Background: an optimization exercise with open tools, aiming at small area, a short achievable clock period and few clock cycles per item. Do not read the settings as production practice.
Function was checked by simulation only, so behaviour that the tests miss may differ from the original.
Power figures rest on the tool's default switching activity, not on a simulated workload.

==> flow/design.v <==
package wft_pkg;
  localparam int ENTRIES  = 16;
  localparam int WORD_LEN = 32;
  localparam int CHAR_W  = 8;
  localparam int CODE_W  = 5;
  localparam int SLOT_W  = 4;
  localparam int FREQ_W  = 16;
  localparam logic [CODE_W-1:0] CODE_END = '0;
endpackage
module wft_ram (
  input  logic                                          clk,
  input  logic [wft_pkg::ENTRIES-1:0]                   wr_slot_n,
  input  logic [wft_pkg::WORD_LEN-1:0]                  wr_pos_n,
  input  logic [wft_pkg::CODE_W-1:0]                    wr_data,
  input  logic [wft_pkg::WORD_LEN-1:0]                  rd_pos,
  output logic [wft_pkg::ENTRIES*wft_pkg::CODE_W-1:0]   rd_data
);
  localparam int E = wft_pkg::ENTRIES;
  localparam int L = wft_pkg::WORD_LEN;
  localparam int C = wft_pkg::CODE_W;
  logic [E*L*C-1:0] mem;
  logic [E*C-1:0]   rd;
  always_ff @(posedge clk) begin
    for (int e = 0; e < E; e++) begin
      for (int p = 0; p < L; p++) begin
        if (!(wr_slot_n[e] || wr_pos_n[p])) begin
          mem[(e*L+p)*C +: C] <= wr_data;
        end
      end
    end
  end
  always_comb begin
    rd = '0;
    for (int e = 0; e < E; e++) begin
      for (int p = 0; p < L; p++) begin
        rd[e*C +: C] = rd[e*C +: C] | (mem[(e*L+p)*C +: C] & {C{rd_pos[p]}});
      end
    end
  end
  always_ff @(posedge clk) begin
    rd_data <= rd;
  end
endmodule
module wft_front (
  input  logic                       clk,
  input  logic                       rst,
  input  logic                       chars_valid,
  output logic                       chars_ready,
  input  logic [wft_pkg::CHAR_W-1:0] chars_char_in,
  input  logic                       room_next,    
  output logic                       in_valid,     
  output logic                       in_letter,
  output logic [wft_pkg::CODE_W-1:0] in_code,      
  output logic [wft_pkg::CODE_W-1:0] in_code_n     
);
  logic       accept;
  logic       is_letter;
  logic       ready_q;
  logic       last_sep;        
  logic       last_sep_next;
  logic [4:0] low;
  assign low       = chars_char_in[4:0];
  assign is_letter = !chars_char_in[7] && chars_char_in[6] &&
                     (low != 5'd0) && (low <= 5'd26);
  assign accept    = chars_valid && ready_q;
  assign chars_ready = ready_q;
  assign last_sep_next = accept ? !is_letter : last_sep;
  always_ff @(posedge clk) begin
    in_letter <= is_letter;
    in_code   <= is_letter ? low : wft_pkg::CODE_END;
    in_code_n <= ~(is_letter ? low : wft_pkg::CODE_END);
    if (rst) begin
      in_valid <= 1'b0;
      last_sep <= 1'b1;
      ready_q  <= 1'b1;
    end else begin
      in_valid <= accept;
      last_sep <= last_sep_next;
      ready_q  <= last_sep_next || room_next;
    end
  end
endmodule
module wft_table (
  input  logic                       clk,
  input  logic                       rst,
  input  logic                       in_valid,
  input  logic                       in_letter,
  input  logic [wft_pkg::CODE_W-1:0] in_code,
  input  logic [wft_pkg::CODE_W-1:0] in_code_n,
  output logic                       room_next,
  output logic                       results_valid,
  input  logic                       results_ready,
  output logic [wft_pkg::SLOT_W-1:0] results_slot,
  output logic [wft_pkg::FREQ_W-1:0] results_frequency,
  output logic                       results_is_new,
  output logic                       results_dropped,
  output logic                       results_truncated,
  output logic                       results_too_many
);
  localparam int E = wft_pkg::ENTRIES;
  localparam int L = wft_pkg::WORD_LEN;
  logic [L:0]   pos;         
  logic [L:0]   pos_n;       
  logic [L:0]   pos_next;
  logic         trunc;       
  logic [E-1:0] match;       
  logic [E-1:0] used;        
  logic [E-1:0] spare;       
  logic         overflow;
  logic [E*wft_pkg::CODE_W-1:0] rd;
  logic [E-1:0] eq;
  logic [E-1:0] hit;
  logic         finish;
  logic         found;
  logic         add;
  logic         drop;
  assign pos    = ~pos_n;
  assign finish = in_valid && !in_letter && !pos[0];
  always_comb begin
    pos_next = pos;
    if (in_valid) begin
      if (in_letter) begin
        pos_next = {pos[L] | pos[L-1], pos[L-2:0], 1'b0};
      end else begin
        pos_next = (L+1)'(1);
      end
    end
  end
  for (genvar e = 0; e < E; e++) begin : g_cmp
    assign eq[e]    = pos[L] || (rd[e*wft_pkg::CODE_W +: wft_pkg::CODE_W] == ~in_code_n);
    assign hit[e]   = used[e] && match[e] && eq[e];
    assign spare[e] = !used[e] && ((e == 0) ? 1'b1 : used[e-1]);
  end
  assign found = |hit;
  assign add   = finish && !found && !used[E-1];
  assign drop  = finish && !found && used[E-1];
  wft_ram u_store (
    .clk     (clk),
    .wr_slot_n (~spare),
    .wr_pos_n  (pos_n[L-1:0]),
    .wr_data (in_code),
    .rd_pos  (pos_next[L-1:0]),
    .rd_data (rd)
  );
  logic                       s2_valid;
  logic [E-1:0]               s2_hit;
  logic                       s2_new;
  logic                       s2_drop;
  logic                       s2_trunc;
  logic                       s2_many;
  logic                       s2_go;
  logic [E*wft_pkg::FREQ_W-1:0] cnt;
  logic [E-1:0]               top;
  logic [E-1:0]               s2_sel;
  logic [wft_pkg::FREQ_W-1:0] cnt_cur;
  logic [wft_pkg::FREQ_W-1:0] cnt_new;
  logic [wft_pkg::SLOT_W-1:0] slot;
  logic                       res_valid;
  logic                       res_valid_next;
  logic                       s2_valid_next;
  assign s2_go = s2_valid && (!res_valid || results_ready);
  for (genvar e = 0; e < E; e++) begin : g_top
    assign top[e] = used[e] && ((e == E-1) ? 1'b1 : !used[e+1]);
  end
  assign s2_sel = s2_hit | (top & {E{s2_new}});
  always_comb begin
    cnt_cur = '0;
    slot    = '0;
    for (int e = 0; e < E; e++) begin
      cnt_cur = cnt_cur | (cnt[e*wft_pkg::FREQ_W +: wft_pkg::FREQ_W] & {wft_pkg::FREQ_W{s2_hit[e]}});
      slot    = slot | (wft_pkg::SLOT_W'(e) & {wft_pkg::SLOT_W{s2_sel[e]}});
    end
    cnt_new = (&cnt_cur) ? cnt_cur : cnt_cur + wft_pkg::FREQ_W'(1);
  end
  assign s2_valid_next  = finish || (s2_valid && !s2_go);
  assign res_valid_next = s2_go || (res_valid && !results_ready);
  assign room_next      = !(s2_valid_next && res_valid_next);
  always_ff @(posedge clk) begin
    if (finish) begin
      s2_hit   <= hit;
      s2_new   <= add;
      s2_drop  <= drop;
      s2_trunc <= trunc;
      s2_many  <= overflow || drop;
    end
    for (int e = 0; e < E; e++) begin
      if (s2_go && s2_sel[e]) begin
        cnt[e*wft_pkg::FREQ_W +: wft_pkg::FREQ_W] <= cnt_new;
      end
    end
    if (s2_go) begin
      results_slot      <= slot;
      results_frequency <= s2_drop ? '0 : cnt_new;
      results_is_new    <= s2_new;
      results_dropped   <= s2_drop;
      results_truncated <= s2_trunc;
      results_too_many  <= s2_many;
    end
  end
  always_ff @(posedge clk) begin
    if (rst) begin
      pos_n     <= {{L{1'b1}}, 1'b0};
      trunc     <= 1'b0;
      match     <= '1;
      used      <= '0;
      overflow  <= 1'b0;
      s2_valid  <= 1'b0;
      res_valid <= 1'b0;
    end else begin
      pos_n     <= ~pos_next;
      s2_valid  <= s2_valid_next;
      res_valid <= res_valid_next;
      if (in_valid) begin
        if (in_letter) begin
          match <= match & eq;
          trunc <= trunc || pos[L];
        end else begin
          match <= '1;
          trunc <= 1'b0;
        end
      end
      if (add) begin
        used <= {used[E-2:0], 1'b1};
      end
      if (drop) begin
        overflow <= 1'b1;
      end
    end
  end
  assign results_valid = res_valid;
endmodule
module word_frequency_table (
  input  logic         clk,
  input  logic         rst,
  input  logic        chars_valid,
  output logic        chars_ready,
  input  logic [7:0]  chars_char_in,
  output logic        results_valid,
  input  logic        results_ready,
  output logic [3:0]  results_slot,
  output logic [15:0] results_frequency,
  output logic        results_is_new,
  output logic        results_dropped,
  output logic        results_truncated,
  output logic        results_too_many
);
  logic                       room_next;
  logic                       in_valid;
  logic                       in_letter;
  logic [wft_pkg::CODE_W-1:0] in_code;
  logic [wft_pkg::CODE_W-1:0] in_code_n;
  wft_front u_front (
    .clk           (clk),
    .rst           (rst),
    .chars_valid   (chars_valid),
    .chars_ready   (chars_ready),
    .chars_char_in (chars_char_in),
    .room_next     (room_next),
    .in_valid      (in_valid),
    .in_letter     (in_letter),
    .in_code       (in_code),
    .in_code_n     (in_code_n)
  );
  wft_table u_table (
    .clk               (clk),
    .rst               (rst),
    .in_valid          (in_valid),
    .in_letter         (in_letter),
    .in_code           (in_code),
    .in_code_n         (in_code_n),
    .room_next         (room_next),
    .results_valid     (results_valid),
    .results_ready     (results_ready),
    .results_slot      (results_slot),
    .results_frequency (results_frequency),
    .results_is_new    (results_is_new),
    .results_dropped   (results_dropped),
    .results_truncated (results_truncated),
    .results_too_many  (results_too_many)
  );
endmodule
==> flow/flow/run.sh <==
#!/bin/bash
# The standard layout (standard.sh, the standard flow's own ORFS run), with one change: the
# buffers that buffer_ports puts on every input and output port are buf_4
# cells instead of the default pick (a clkdlybuf4s50_1 delay cell). ORFS
# reads BUFFER_PORTS_ARGS from the environment in global placement.
# make's output goes to standard.log; each ORFS step logs to orfs/logs/.
set -euo pipefail
export BUFFER_PORTS_ARGS="-buffer_cell sky130_fd_sc_hd__buf_4"
bash standard.sh > standard.log 2>&1
==> flow/standard.sh <==
#!/bin/bash
# synth_recipe.tcl (not shown) runs the flow's synth.tcl, then flattens the netlist and writes it again
# the make line also repeats each setting of config.mk as NAME=value (left out here)
make -C /OpenROAD-flow-scripts/flow DESIGN_CONFIG=/design/flow/config.mk WORK_HOME=/design/flow/orfs CLKGATE_MAP_FILE= SYNTH_SCRIPT=/design/flow/synth_recipe.tcl "${@:-finish}"
==> flow/config.mk <==
export PLATFORM = sky130hd
export DESIGN_NAME = word_frequency_table
export DESIGN_NICKNAME = word_frequency_table
export VERILOG_FILES = /design/flow/design.v
export SDC_FILE = /design/flow/constraint.sdc
export NUM_CORES = 4
export LEC_CHECK = 0
export CAP_MARGIN = 20
export CORE_MARGIN = 2
export CORE_UTILIZATION = 62
export CTS_CLUSTER_DIAMETER = 60
export CTS_CLUSTER_SIZE = 20
export SETUP_SLACK_MARGIN = 3.7
export SLEW_MARGIN = 20
export TNS_END_PERCENT = 100
==> flow/constraint.sdc <==
create_clock -name core_clock -period 6.5 [get_ports {clk}]
set_input_delay 1.3000 -clock core_clock [delete_from_list [all_inputs] [get_ports {clk}]]
set_output_delay 1.3000 -clock core_clock [all_outputs]
set_load 0.01 [all_outputs]
==> summary.txt <==
[worst min-delay path, delay by kind of cell, from the launching register on]
kind | cells | cell delay [ns]
flip-flops | 1 | 0.32
AND/OR/NAND/NOR | 2 | 0.11
[timing repair]
action,in CTS,in global routing
gates resized for setup,214,107
setup endpoints to repair,406,296
cloned,10,15
pin swaps,24,30
buffers inserted,81,56
[cell families after synthesis]
family / after synthesis / synth area share, %
AOI/OAI and AO/OA: 1530 / 11.19
xor gates and xnor gates: 82 / 0.6517
adders and majority gates: 1 / 0.01135
buffers and inverters: 485 / 1.879
DFF: 3023 / 80.89
muxes: 23 / 0.2157
and+or+nand+nor: 1201 / 5.166
[sequential cells by signal, indices dropped and copies added (netlist names), 4 cells and up, named ones only]
name                       flops
u_table.match                 16
u_table.results_slot           4
u_front.in_code                5
u_table.cnt                  256
u_front.in_code_n              5
u_table.u_store.rd_data       80
u_table.results_frequency     16
u_table.u_store.mem         2560
u_table.s2_hit                16
u_table.used                  16
u_table.pos_n                 32
[cell type report]
class,count,area [µm²]
antenna,10,25.02
clock buffer,273,5264
multi-input combinational,2838,20320
tap,2340,2928
inverter,30,116.4
clock inverter,56,633.1
fill,11310,53150
timing repair buffer,389,4598
timing repair inverter,1,7.507
sequential,3023,89270
[cells in the mapped netlist, types with 2 or more instances]
cell and count:
sky130_fd_sc_hd__nand3_1 340, sky130_fd_sc_hd__edfxtp_1 2860, sky130_fd_sc_hd__nor3_1 8, sky130_fd_sc_hd__o211a_1 2
sky130_fd_sc_hd__buf_1 65, sky130_fd_sc_hd__o21ai_0 19, sky130_fd_sc_hd__nor3_2 3, sky130_fd_sc_hd__nor4_2 2
sky130_fd_sc_hd__mux2_2 5, sky130_fd_sc_hd__a22o_1 384, sky130_fd_sc_hd__mux2i_1 17, sky130_fd_sc_hd__o31a_1 3
sky130_fd_sc_hd__buf_6 17, sky130_fd_sc_hd__nand2b_1 56, sky130_fd_sc_hd__a21o_1 2, sky130_fd_sc_hd__and2_1 2
sky130_fd_sc_hd__o22ai_1 37, sky130_fd_sc_hd__nand4b_1 2, sky130_fd_sc_hd__o22ai_2 7, sky130_fd_sc_hd__xor2_1 69
sky130_fd_sc_hd__dfxtp_1 163, sky130_fd_sc_hd__buf_2 50, sky130_fd_sc_hd__nor4_1 6, sky130_fd_sc_hd__nand3_2 3
sky130_fd_sc_hd__nor3b_1 2, sky130_fd_sc_hd__or4_1 83, sky130_fd_sc_hd__a22oi_1 642, sky130_fd_sc_hd__clkbuf_1 309
sky130_fd_sc_hd__nand2_1 75, sky130_fd_sc_hd__nand4_1 21, sky130_fd_sc_hd__nor2b_1 13, sky130_fd_sc_hd__a21oi_1 27
sky130_fd_sc_hd__a31oi_1 8, sky130_fd_sc_hd__and4_1 15, sky130_fd_sc_hd__inv_1 29, sky130_fd_sc_hd__nor2_1 563
sky130_fd_sc_hd__a221oi_1 384, sky130_fd_sc_hd__xnor2_1 13, sky130_fd_sc_hd__buf_4 13, sky130_fd_sc_hd__a211oi_1 6
[final timing paths]
| path | startpoint | end | cells after the start |
|---|---|---|---|
| worst max-delay path | u_table.pos_n[18] | u_table.u_store.rd_data[27] | 6 |
| worst max register to register | u_table.pos_n[18] | u_table.u_store.rd_data[27] | 6 |
| worst min register to register | u_table.match[0] | u_table.match[0] | 2 |
| worst min-delay path | u_table.match[0] | u_table.match[0] | 2 |
[metal layers]
metal  vias to the layer above  global-route usage (%)
li1                      26100                       -
met1                     34140                   57.05
met2                      5461                   58.50
met3                       846                   8.712
met4                         6                   17.45
met5                         -                       0
[metrics by stage]
stage	total power (W)	std cells	setup WS (ns)
6_report	0.03420	8960	3.585
2_1_floorplan	0.02192	6345	3.519
4_1_cts	0.03414	8879	3.656
3_5_place_dp	0.02214	8459	2.303
3_3_place_gp	0.02213	8457	2.406
5_1_grt	0.03485	8950	3.519
[power groups by stage]
| stage | combinational (W) | sequential (W) | clock [W] |
|---|---|---|---|
| after floorplan | 0.000152 | 0.0218 | 0 |
| after global placement | 0.000427 | 0.0217 | 0 |
| after detailed placement | 0.000438 | 0.0217 | 0 |
| after CTS | 0.000481 | 0.0212 | 0.0124 |
| after global routing | 0.000532 | 0.0212 | 0.0131 |
| final | 0.000515 | 0.0212 | 0.0124 |
==> reports/results.tsv <==
stage	metric	value	unit
clock_tree	clock root buffer master	sky130_fd_sc_hd__clkbuf_16	
placed_design	port buffer count	36	
power_and_ir_drop	part of the power in the clock network	36.4	%
clock_tree	Inserted Clock Buffers	184	
timing	maximum operating frequency	0.3431	GHz
placed_design	post-detail-place hpwl	198.4	mm
run_status	outcome	timing/DRC/antenna clean	
timing	minimum clock period after layout	2.915	ns
clock_tree	TritonCTS clock tree	done	
power_and_ir_drop	pwr/cell area	277.7	nW/µm²
setup_path	worst path cell trace	o22ai_4 > buf_4 > a22o_1 > a221oi_1 > nand3_1 > or4_1	
setup_path	delay of the slowest critical-path stage	0.73	ns
power_and_ir_drop	Pint	0.02740	W
global_route	Tot GR Track Use	39.47	%
timing	WHS	0.4643	ns
global_route	antenna violations before repair	14	
routing	detailed-route DRC error count	0	
setup_path	buffers plus inverters on the worst setup path	1	
timing	period utilisation layout	44.85	%
logic_synthesis	synthesized instance count	6345	
power_and_ir_drop	Seq pwr share	62.1	%
logic_synthesis	post-synthesis sequential area ratio	80.89	%
routing	detailed-routing wirelength on met1	132.2	mm
timing	RSZ-0062 raised after global routing	true	
logic_synthesis	count of cell types in the netlist	60	
global_route	maximum number of pins on one net before global-route repair	218	
die	initial cell density of the core	62.51	%
clock_tree	insertion delay of the later-clocked pin in the worst-skew pair	0.87	ns
timing	number of setup violations in the final report	0	
placed_design	final weighted congestion in routability-driven placement	0.8818	
logic_synthesis	number of synthesized flops with an enable pin	2860	
clock_tree	total clock sinks	3023	
setup_path	startpoint-to-endpoint class of the critical path	register to register	
routing	post-detailed-route count of antenna-violating nets	0	
routing	routed length on met2	163.2	mm
power_and_ir_drop	worst vdd rail ir drop	331.2	µV
routing	total detailed-routing wirelength	364.5	mm
min_path	min-delay worst type	register to register	
global_route	number of global-route vias before repair	61680	
logic_synthesis	Synth async-reset ratio	0	%
setup_path	Crit Path Max Fanout	26	
logic_synthesis	leading cell types by total area after synthesis	sky130_fd_sc_hd__edfxtp_1, sky130_fd_sc_hd__a22oi_1, sky130_fd_sc_hd__a221oi_1	
routing	DR iter-0 viols	11770	
timing	number of max-slew violations in the final report	0	
logic_synthesis	Synth top area share	77.93	%
timing	worst slew margin relative to its limit	9.390	%
logic_synthesis	primary flip-flop cell chosen by synthesis mapping	sky130_fd_sc_hd__edfxtp_1	
routing	detailed-route vias per instance	7.428	
logic_synthesis	mean cell area of the mapped netlist	17.37	µm²
logic_synthesis	cell type with the highest aggregate area in the netlist	sky130_fd_sc_hd__edfxtp_1	
power_and_ir_drop	leakage power total	34.74	nW
power_and_ir_drop	P_sw	0.006805	W
setup_path	required time at the endpoint of the critical path	7.23	ns
setup_path	worst-path cell with the longest stage delay	sky130_fd_sc_hd__dfxtp_2	
logic_synthesis	total number of yosys warnings	3	
cells_and_area	leading cell type in the layout, fill and taps excluded	sky130_fd_sc_hd__edfxtp_1	
timing	sum of negative setup slack	0	ns
flow_run	number of max-cap violations	0	
cells_and_area	most used cells in the layout excluding fill and tap cells	sky130_fd_sc_hd__edfxtp_1, sky130_fd_sc_hd__a22oi_1, sky130_fd_sc_hd__nor2_1	
placed_design	post-place instance area	113800	µm²
cells_and_area	share of layout cells above drive strength 1	13.33	%
setup_path	CP delay by family, top	compound AO/OA/AOI/OAI gates	
global_route	wire length of the first global-routing pass	491.4	mm
die	die width	425.6	µm
setup_path	critical path startpoint category	register	
global_route	leftover overflow at the end of global routing	0	
logic_synthesis	area of the mapped netlist	110200	µm²
die	number of placement rows	154	
timing	count of endpoints failing hold in the final timing report	0	
die	Core ar.	176300	µm²
routing	First-pass DRT Iterations	8	
power_and_ir_drop	Gate power share	1.5	%
die	count of boundary I/O pins	38	
die	vertical die dimension	425.6	µm
clock_tree	H-tree levels	4	
setup_path	endpoint arrival time on the critical path	3.65	ns
cells_and_area	final design utilization	69.85	%
setup_path	endpoint class of the critical path	register	
clock_tree	CTS Hold Bufs	0	
setup_path	minimum setup slack among reg-to-reg paths	3.58	ns
routing	routed length per instance	40.68	µm
cells_and_area	post-route cell area	123200	µm²
clock_tree	Max Root-Sink Buffers	3	
die	Die Footprint	181100	µm²
logic_synthesis	post-synth net total	6358	
clock_tree	clock-pin slew of the registers on the worst-case setup and hold paths	0.08	ns
logic_synthesis	register bit total from synthesis	3023	
power_and_ir_drop	Switching Share	19.90	%
timing	transition time at the pin with the least slew margin	1.359	ns
timing	worst-case clock skew	0.04027	ns
cells_and_area	synthesis-to-layout area growth	11.75	%
cells_and_area	NumNets Final	6480	
routing	highest metal used	met5	
routing	Routed met3 length	50.80	mm
routing	total number of vias	66550	
Testbench counts, summed over its fixed seeds: cycles 32,022, items 32,000.

==> re-timing with driven ports <==
The flow's constraints put no driver on any port. The routed layout listed below was extracted and timed again, unchanged, in two steps. Step 1: set_driving_cell puts a clkbuf_16 on clk and a buf_2 on each other input, an assumption about the parent block. Step 2 adds t to the input delays and takes it off the output delays; t is the mean of the earliest and latest rising clock arrival at the registers after step 1. Input paths then give back, and output paths get back, about the clock's delay inside the block. a / b / c = no drivers / after step 1 / after step 2; a / b = the first two.
t, ns: 0.952
setup slack, ns: 3.585 / 3.585 / 3.032
hold slack, ns: 0.464 / 0.464 / 0.464
worst register clock-pin slew, ns: 0.09 / 0.09
worst data-port slew with drivers (ns): 0.04
After both steps this run still meets setup and hold. The setup slack of this run moves by 0.000 ns with the drivers and by -0.553 ns with both steps.
